Source: an optimization exercise on an open RTL-to-GDS flow (aim: small area, a short achievable clock period and few clock cycles per item). Production flows keep margins and buffers that such runs may drop. RTL that was checked went through simulation tests only; none was proved equivalent to the original. No activity file was given, so power comes from the tool's default toggle rates.

Setup of rev 12:
==> module averaged_sensor_range_event_unit, before the edit <==
module averaged_sensor_range_event_unit #(
  parameter int AVERAGE_COUNT = 10
) (
  input  logic                                      clk,
  input  logic                                      rst_n,
  input  logic                                      in_valid,
  output logic                                      in_ready,
  input  logic signed [asre_pkg::SAMPLE_W-1:0]      in_sample,
  output logic                                      out_valid,
  input  logic                                      out_ready,
  output logic signed [asre_pkg::SAMPLE_W-1:0]      out_reported_value,
  output logic                                      out_range_event,
  input  logic                                      cfg_we,
  input  logic [asre_pkg::CFG_INDEX_W-1:0]          cfg_index,
  input  logic [asre_pkg::CFG_DATA_W-1:0]           cfg_wdata
);
  localparam int SAMPLE_W = asre_pkg::SAMPLE_W;
  localparam logic [asre_pkg::CFG_INDEX_W-1:0] REG_DELTA_THRESHOLD = asre_pkg::REG_DELTA_THRESHOLD;
  localparam logic [asre_pkg::CFG_INDEX_W-1:0] REG_UPPER_LIMIT     = asre_pkg::REG_UPPER_LIMIT;
  localparam logic [asre_pkg::CFG_INDEX_W-1:0] REG_LOWER_LIMIT     = asre_pkg::REG_LOWER_LIMIT;
  localparam logic        [SAMPLE_W-1:0] DELTA_THRESHOLD_RESET = asre_pkg::DELTA_THRESHOLD_RESET;
  localparam logic signed [SAMPLE_W-1:0] UPPER_LIMIT_RESET     = asre_pkg::UPPER_LIMIT_RESET;
  localparam logic signed [SAMPLE_W-1:0] LOWER_LIMIT_RESET     = asre_pkg::LOWER_LIMIT_RESET;
  logic        [SAMPLE_W-1:0] delta_thr_r;
  logic signed [SAMPLE_W-1:0] upper_r;
  logic signed [SAMPLE_W-1:0] lower_r;
  logic                       adv;
  logic                       k_valid;
  logic signed [SAMPLE_W-1:0] k_sample;
  logic                       a_valid, b_valid, c_valid;
  logic signed [SAMPLE_W-1:0] a_sample, b_sample, c_sample;
  logic                       b_end, c_end, c_first, c_range;
  logic                       seen_a, seen_c;
  logic                       out_valid_r;
  logic signed [SAMPLE_W-1:0] held_r, held_nxt;
  logic                       event_r, event_nxt;
  logic [3:0]  cnt_r;
  logic        start_r, a_end;
  logic [20:0] acc_r, acc_nxt, a_add;
  logic        a_first, a_acc;
  logic [20:0] y1_nxt, y1_r;
  logic [15:0] avg;
  logic signed [SAMPLE_W+1:0] dp, dn;
  logic                       hit;
  assign adv      = !out_valid_r || out_ready;
  assign c_first  = !seen_c;
  assign in_ready = !k_valid;
  assign out_valid          = out_valid_r;
  assign out_reported_value = held_r;
  assign out_range_event    = event_r;
  assign a_first = !seen_a;
  assign a_acc   = a_valid && !a_first;
  assign a_end   = (cnt_r == 4'd9);
  assign a_add   = a_acc ? {{(21-SAMPLE_W){a_sample[SAMPLE_W-1]}}, a_sample} : 21'd0;
  assign acc_nxt = ((a_acc && start_r) ? 21'd983043 : acc_r) + a_add + {a_add[19:0], 1'b0};
  asre_avg_div_a u_div_a (
    .acc_i (acc_r),
    .y1_o  (y1_nxt)
  );
  asre_avg_div_b u_div_b (
    .y1_i  (y1_r),
    .avg_o (avg)
  );
  always_comb begin
    dp  = {{2{c_sample[SAMPLE_W-1]}}, c_sample} + {{2{~held_r[SAMPLE_W-1]}}, ~held_r}
        + {2'b11, ~delta_thr_r} + 18'd2;
    dn  = {{2{c_sample[SAMPLE_W-1]}}, c_sample} + {{2{~held_r[SAMPLE_W-1]}}, ~held_r}
        + {2'b00, delta_thr_r};
    c_range = (c_sample >= upper_r) || (c_sample <= lower_r);
    hit = (!dp[SAMPLE_W+1] || dn[SAMPLE_W+1]) && c_range;
    held_nxt  = held_r;
    event_nxt = event_r;
    if (c_valid) begin
      event_nxt = 1'b0;
      if (c_first || hit) begin
        held_nxt  = c_sample;
        event_nxt = 1'b1;
      end else if (c_end) begin
        held_nxt  = avg;
      end
    end
  end
  always_ff @(posedge clk) begin
    if (!rst_n) begin
      delta_thr_r <= DELTA_THRESHOLD_RESET;
      upper_r     <= UPPER_LIMIT_RESET;
      lower_r     <= LOWER_LIMIT_RESET;
      k_valid     <= 1'b0;
      a_valid     <= 1'b0;
      b_valid     <= 1'b0;
      c_valid     <= 1'b0;
      out_valid_r <= 1'b0;
      seen_a      <= 1'b0;
      seen_c      <= 1'b0;
      cnt_r       <= '0;
      start_r     <= 1'b1;
    end else begin
      if (cfg_we) begin
        case (cfg_index)
          REG_DELTA_THRESHOLD: delta_thr_r <= cfg_wdata;
          REG_UPPER_LIMIT:     upper_r     <= cfg_wdata;
          REG_LOWER_LIMIT:     lower_r     <= cfg_wdata;
          default: ;
        endcase
      end
      if (adv) begin
        k_valid     <= 1'b0;
        a_valid     <= k_valid || in_valid;
        b_valid     <= a_valid;
        c_valid     <= b_valid;
        out_valid_r <= c_valid;
        seen_a      <= seen_a || a_valid;
        seen_c      <= seen_c || c_valid;
        if (a_acc) begin
          cnt_r   <= a_end ? 4'd0 : cnt_r + 4'd1;
          start_r <= a_end;
        end
      end else if (in_valid) begin
        k_valid <= 1'b1;
      end
    end
  end
  always_ff @(posedge clk) begin
    if (!k_valid) begin
      k_sample <= in_sample;
    end
    if (adv) begin
      a_sample <= k_valid ? k_sample : in_sample;
      b_sample <= a_sample;
      c_sample <= b_sample;
      b_end    <= a_end;
      c_end    <= b_end;
      y1_r     <= y1_nxt;
      acc_r    <= acc_nxt;
      held_r   <= held_nxt;
      event_r  <= event_nxt;
    end
  end
endmodule
clock: 12.0 ns
lec_check: 0
abc_area: 1
cap_margin: 20
core_margin: 2
core_utilization: 40
slew_margin: 20
standard.sh (not shown) runs the stock make flow with config.mk's settings and CLKGATE_MAP_FILE= SYNTH_SCRIPT=/design/flow/synth_recipe.tcl, a recipe that flattens the netlist after the stock synthesis.
==> flow/flow/run.sh <==
#!/bin/bash
set -euo pipefail
bash standard.sh \
  SETUP_SLACK_MARGIN=8.5 \
  "BUFFER_PORTS_ARGS=-buffer_cell sky130_fd_sc_hd__buf_4" \
  finish > standard.log 2>&1
Rev 12: all stages complete, timing, DRC and antenna checks passed
The following lists how rev 13 was set up differently from rev 12:
--- a/flow/design.v
+++ b/flow/design.v
@@ -57,5 +57,5 @@
   logic signed [SAMPLE_W-1:0] lower_r;
   logic                       adv;
-  logic                       k_valid;
+  logic                       k_free;      
   logic signed [SAMPLE_W-1:0] k_sample;
   logic                       a_valid, b_valid, c_valid;
@@ -76,5 +76,5 @@
   assign adv      = !out_valid_r || out_ready;
   assign c_first  = !seen_c;
-  assign in_ready = !k_valid;
+  assign in_ready = k_free;
   assign out_valid          = out_valid_r;
   assign out_reported_value = held_r;
@@ -94,10 +94,10 @@
   );
   always_comb begin
-    dp  = {{2{c_sample[SAMPLE_W-1]}}, c_sample} + {{2{~held_r[SAMPLE_W-1]}}, ~held_r}
-        + {2'b11, ~delta_thr_r} + 18'd2;
-    dn  = {{2{c_sample[SAMPLE_W-1]}}, c_sample} + {{2{~held_r[SAMPLE_W-1]}}, ~held_r}
-        + {2'b00, delta_thr_r};
+    dp  = {{2{c_sample[SAMPLE_W-1]}}, c_sample} - {{2{held_r[SAMPLE_W-1]}}, held_r}
+        - {2'b0, delta_thr_r};
+    dn  = {{2{held_r[SAMPLE_W-1]}}, held_r} - {{2{c_sample[SAMPLE_W-1]}}, c_sample}
+        - {2'b0, delta_thr_r};
     c_range = (c_sample >= upper_r) || (c_sample <= lower_r);
-    hit = (!dp[SAMPLE_W+1] || dn[SAMPLE_W+1]) && c_range;
+    hit = (!dp[SAMPLE_W+1] || !dn[SAMPLE_W+1]) && c_range;
     held_nxt  = held_r;
     event_nxt = event_r;
@@ -117,5 +117,5 @@
       upper_r     <= UPPER_LIMIT_RESET;
       lower_r     <= LOWER_LIMIT_RESET;
-      k_valid     <= 1'b0;
+      k_free      <= 1'b1;
       a_valid     <= 1'b0;
       b_valid     <= 1'b0;
@@ -136,6 +136,6 @@
       end
       if (adv) begin
-        k_valid     <= 1'b0;
-        a_valid     <= k_valid || in_valid;
+        k_free      <= 1'b1;
+        a_valid     <= !k_free || in_valid;
         b_valid     <= a_valid;
         c_valid     <= b_valid;
@@ -148,14 +148,14 @@
         end
       end else if (in_valid) begin
-        k_valid <= 1'b1;
+        k_free  <= 1'b0;
       end
     end
   end
   always_ff @(posedge clk) begin
-    if (!k_valid) begin
+    if (k_free) begin
       k_sample <= in_sample;
     end
     if (adv) begin
-      a_sample <= k_valid ? k_sample : in_sample;
+      a_sample <= k_free ? in_sample : k_sample;
       b_sample <= a_sample;
       c_sample <= b_sample;
Findings:
For the synthesized cell count, rev 13 came in 0.73% higher than rev 12 did. Going from rev 12 to rev 13, switching power as a share of total power grows by 1.7 points. Delta (rev 13 minus rev 12): area used by sequential logic in the layout neither gained nor lost much, wire length on met2 picked up an extra about 1.2%, end-of-flow core utilization lost 2.1 points, worst hold slack picked up an extra 3.2 ps, highest attainable clock frequency picked up an extra 17%.
No functional check of the RTL was part of any run of this note.

---

## P
The RTL this note starts from:
==> flow/design.v <==
package asre_pkg;
  localparam int SAMPLE_W    = 16;
  localparam int CFG_INDEX_W = 2;
  localparam int CFG_DATA_W  = 16;
  typedef logic signed [SAMPLE_W-1:0] sample_t;
  typedef logic        [SAMPLE_W-1:0] delta_t;
  typedef enum logic [CFG_INDEX_W-1:0] {
    REG_DELTA_THRESHOLD = 2'd0,
    REG_UPPER_LIMIT     = 2'd1,
    REG_LOWER_LIMIT     = 2'd2
  } cfg_index_t;
  localparam delta_t  DELTA_THRESHOLD_RESET = '0;
  localparam sample_t UPPER_LIMIT_RESET     = 16'sh7FFF;
  localparam sample_t LOWER_LIMIT_RESET     = 16'sh8000;
endpackage
module asre_avg_div_a (
  input  logic [20:0] acc_i,    
  output logic [20:0] y1_o
);
  logic neg;
  assign neg  = (acc_i < 21'd983043);            
  assign y1_o = acc_i + {4'b0, acc_i[20:4]} + {16'b0, neg, neg, neg, 2'b0};
endmodule
module asre_avg_div_b (
  input  logic [20:0] y1_i,
  output logic [15:0] avg_o
);
  logic [20:0] y3;
  assign y3    = y1_i + {8'b0, y1_i[20:8]} + {16'b0, y1_i[20:16]};
  assign avg_o = {~y3[20], y3[19:5]};
endmodule
module averaged_sensor_range_event_unit #(
  parameter int AVERAGE_COUNT = 10
) (
  input  logic                                      clk,
  input  logic                                      rst_n,
  input  logic                                      in_valid,
  output logic                                      in_ready,
  input  logic signed [asre_pkg::SAMPLE_W-1:0]      in_sample,
  output logic                                      out_valid,
  input  logic                                      out_ready,
  output logic signed [asre_pkg::SAMPLE_W-1:0]      out_reported_value,
  output logic                                      out_range_event,
  input  logic                                      cfg_we,
  input  logic [asre_pkg::CFG_INDEX_W-1:0]          cfg_index,
  input  logic [asre_pkg::CFG_DATA_W-1:0]           cfg_wdata
);
  localparam int SAMPLE_W = asre_pkg::SAMPLE_W;
  localparam logic [asre_pkg::CFG_INDEX_W-1:0] REG_DELTA_THRESHOLD = asre_pkg::REG_DELTA_THRESHOLD;
  localparam logic [asre_pkg::CFG_INDEX_W-1:0] REG_UPPER_LIMIT     = asre_pkg::REG_UPPER_LIMIT;
  localparam logic [asre_pkg::CFG_INDEX_W-1:0] REG_LOWER_LIMIT     = asre_pkg::REG_LOWER_LIMIT;
  localparam logic        [SAMPLE_W-1:0] DELTA_THRESHOLD_RESET = asre_pkg::DELTA_THRESHOLD_RESET;
  localparam logic signed [SAMPLE_W-1:0] UPPER_LIMIT_RESET     = asre_pkg::UPPER_LIMIT_RESET;
  localparam logic signed [SAMPLE_W-1:0] LOWER_LIMIT_RESET     = asre_pkg::LOWER_LIMIT_RESET;
  logic        [SAMPLE_W-1:0] nthr_r;
  logic        [SAMPLE_W-1:0] nupper_r;
  logic        [SAMPLE_W-1:0] nlower_r;
  logic        [SAMPLE_W:0]   ge_u, gt_l;
  logic        [SAMPLE_W-1:0] c_off;
  logic                       adv;
  logic                       k_free;      
  logic signed [SAMPLE_W-1:0] k_sample;
  logic                       a_valid, b_valid, c_valid;
  logic signed [SAMPLE_W-1:0] a_sample, b_sample, c_sample;
  logic                       b_end, c_end, c_first, c_range;
  logic                       seen_a, seen_c;
  logic                       out_valid_r;
  logic signed [SAMPLE_W-1:0] held_r, held_nxt;
  logic                       event_r, event_nxt;
  logic [3:0]  cnt_r;
  logic        start_r, a_end;
  logic [20:0] acc_r, acc_nxt, a_add;
  logic        a_first, a_acc;
  logic [20:0] y1_nxt, y1_r;
  logic [15:0] avg;
  logic signed [SAMPLE_W+1:0] dp, dn;
  logic                       hit;
  assign adv      = !out_valid_r || out_ready;
  assign c_first  = !seen_c;
  assign in_ready = k_free;
  assign out_valid          = out_valid_r;
  assign out_reported_value = held_r;
  assign out_range_event    = event_r;
  assign a_first = !seen_a;
  assign a_acc   = a_valid && !a_first;
  assign a_end   = (cnt_r == 4'd9);
  assign a_add   = a_acc ? {{(21-SAMPLE_W){a_sample[SAMPLE_W-1]}}, a_sample} : 21'd0;
  assign acc_nxt = ((a_acc && start_r) ? 21'd983043 : acc_r) + a_add + {a_add[19:0], 1'b0};
  asre_avg_div_a u_div_a (
    .acc_i (acc_r),
    .y1_o  (y1_nxt)
  );
  asre_avg_div_b u_div_b (
    .y1_i  (y1_r),
    .avg_o (avg)
  );
  always_comb begin
    dp  = {{2{c_sample[SAMPLE_W-1]}}, c_sample} + {{2{~held_r[SAMPLE_W-1]}}, ~held_r}
        + {2'b11, nthr_r} + 18'd2;
    dn  = {{2{held_r[SAMPLE_W-1]}}, held_r} + {{2{~c_sample[SAMPLE_W-1]}}, ~c_sample}
        + {2'b11, nthr_r} + 18'd2;
    c_off   = c_sample ^ 16'h8000;
    ge_u    = {1'b0, c_off} + {1'b0, nupper_r ^ 16'h8000} + 17'd1;
    gt_l    = {1'b0, c_off} + {1'b0, nlower_r ^ 16'h8000};
    c_range = ge_u[SAMPLE_W] || !gt_l[SAMPLE_W];
    hit = (!dp[SAMPLE_W+1] || !dn[SAMPLE_W+1]) && c_range;
    held_nxt  = held_r;
    event_nxt = event_r;
    if (c_valid) begin
      event_nxt = 1'b0;
      if (c_first || hit) begin
        held_nxt  = c_sample;
        event_nxt = 1'b1;
      end else if (c_end) begin
        held_nxt  = avg;
      end
    end
  end
  always_ff @(posedge clk) begin
    if (!rst_n) begin
      nthr_r      <= ~DELTA_THRESHOLD_RESET;
      nupper_r    <= ~UPPER_LIMIT_RESET;
      nlower_r    <= ~LOWER_LIMIT_RESET;
      k_free      <= 1'b1;
      a_valid     <= 1'b0;
      b_valid     <= 1'b0;
      c_valid     <= 1'b0;
      out_valid_r <= 1'b0;
      seen_a      <= 1'b0;
      seen_c      <= 1'b0;
      cnt_r       <= '0;
      start_r     <= 1'b1;
    end else begin
      if (cfg_we) begin
        case (cfg_index)
          REG_DELTA_THRESHOLD: nthr_r   <= ~cfg_wdata;
          REG_UPPER_LIMIT:     nupper_r <= ~cfg_wdata;
          REG_LOWER_LIMIT:     nlower_r <= ~cfg_wdata;
          default: ;
        endcase
      end
      if (adv) begin
        k_free      <= 1'b1;
        a_valid     <= !k_free || in_valid;
        b_valid     <= a_valid;
        c_valid     <= b_valid;
        out_valid_r <= c_valid;
        seen_a      <= seen_a || a_valid;
        seen_c      <= seen_c || c_valid;
        if (a_acc) begin
          cnt_r   <= a_end ? 4'd0 : cnt_r + 4'd1;
          start_r <= a_end;
        end
      end else if (in_valid) begin
        k_free  <= 1'b0;
      end
    end
  end
  always_ff @(posedge clk) begin
    if (k_free) begin
      k_sample <= in_sample;
    end
    if (adv) begin
      a_sample <= k_free ? in_sample : k_sample;
      b_sample <= a_sample;
      c_sample <= b_sample;
      b_end    <= a_end;
      c_end    <= b_end;
      y1_r     <= y1_nxt;
      acc_r    <= acc_nxt;
      held_r   <= held_nxt;
      event_r  <= event_nxt;
    end
  end
endmodule
clock: 12.0 ns
lec_check: 0
abc_area: 1
cap_margin: 20
core_margin: 2
core_utilization: 40
slew_margin: 20
==> flow/flow/run.sh <==
#!/bin/bash
set -euo pipefail
here=$(pwd)
bash standard.sh \
  SETUP_SLACK_MARGIN=8.5 \
  "BUFFER_PORTS_ARGS=-buffer_cell sky130_fd_sc_hd__buf_4" \
  "POST_GLOBAL_PLACE_TCL=$here/flow/small_input_buffers.tcl" \
  finish > standard.log 2>&1
==> flow/flow/small_input_buffers.tcl <==
# After global placement: the port buffers of the inputs other than clk and
# out_ready get the smallest buffer; the later repair steps resize any that
# end up on a path that needs it.
foreach port [all_inputs] {
  set pname [get_full_name $port]
  if {$pname eq "clk" || $pname eq "out_ready"} { continue }
  set net [get_nets -quiet $pname]
  if {[llength $net] == 0} { continue }
  foreach pin [get_pins -quiet -of_objects $net] {
    set inst [get_cells -of_objects $pin]
    set master [get_property $inst ref_name]
    if {[string match "sky130_fd_sc_hd__buf_*" $master]} {
      replace_cell $inst sky130_fd_sc_hd__buf_1
    }
  }
}
No stage failed in P, and the final checks on the layout all came back clean.
Testbench counts of P, summed over its fixed seeds: cycles 16,032, items 16,000.
Here is what was changed in the inputs of Q compared with P.
--- a/flow/design.v
+++ b/flow/design.v
@@ -82,12 +82,12 @@
   assign out_reported_value = held_r;
   assign out_range_event    = event_r;
   assign a_first = !seen_a;
   assign a_acc   = a_valid && !a_first;
   assign a_end   = (cnt_r == 4'd9);
-  assign a_add   = a_acc ? {{(21-SAMPLE_W){a_sample[SAMPLE_W-1]}}, a_sample} : 21'd0;
-  assign acc_nxt = ((a_acc && start_r) ? 21'd983043 : acc_r) + a_add + {a_add[19:0], 1'b0};
+  assign a_add   = {{(21-SAMPLE_W){a_sample[SAMPLE_W-1]}}, a_sample};
+  assign acc_nxt = (start_r ? 21'd983043 : acc_r) + a_add + {a_add[19:0], 1'b0};
   asre_avg_div_a u_div_a (
     .acc_i (acc_r),
     .y1_o  (y1_nxt)
   );
   asre_avg_div_b u_div_b (
@@ -159,11 +159,11 @@
   always_ff @(posedge clk) begin
     if (k_free) begin
       k_sample <= in_sample;
     end
     if (adv) begin
-      a_sample <= k_free ? in_sample : k_sample;
+      a_sample <= k_free ? (in_valid ? in_sample : '0) : k_sample;
       b_sample <= a_sample;
       c_sample <= b_sample;
       b_end    <= a_end;
       c_end    <= b_end;
       y1_r     <= y1_nxt;
### Flow results
Q: all stages complete, timing, DRC and antenna checks passed
Going from P to Q, fraction of final layout cells with drive strength greater than 1 has decreased; cell count has decreased; met1 layer usage reported by global route has increased.
Summary of Q over P: register-to-register path setup slack grew by 0.03 ns; static power due to leakage fell 0.00015 uW.
The RTL of Q was laid out without a check of its function.

afterwards: timing with drivers on the ports:
The flow's constraints put no driver on any port. The routed layouts listed below were extracted and timed again, unchanged, in two steps.
Step 1 (the two cells are an assumption about what drives the block):
set clk [get_ports {clk}]
set_driving_cell -lib_cell sky130_fd_sc_hd__clkbuf_16 $clk
set_driving_cell -lib_cell sky130_fd_sc_hd__buf_2 [delete_from_list [all_inputs] $clk]
Step 2 times the ports against the registers' clock, not the clock port: input delays grow and output delays shrink by t, the midpoint of the rising clock arrivals with the driver on.
a / b / c = ideal ports / drivers / drivers and shift; a / b = the first two.
run | shift t [ns] | setup WS [ns] | worst setup path after step 2
rev 12 | 0.484 | 7.929 / 7.929 / 7.659 | input to register
rev 13 | 0.492 | 8.525 / 8.476 / 8.203 | input to register
P | 0.482 | 8.528 / 8.477 / 8.263 | input to register
Q | 0.471 | 8.524 / 8.481 / 8.248 | input to register
After both steps setup and hold are still met in every run listed. For rev 13, which loses most, drivers alone change the setup slack by -0.049 ns; drivers and shift together by -0.322 ns.
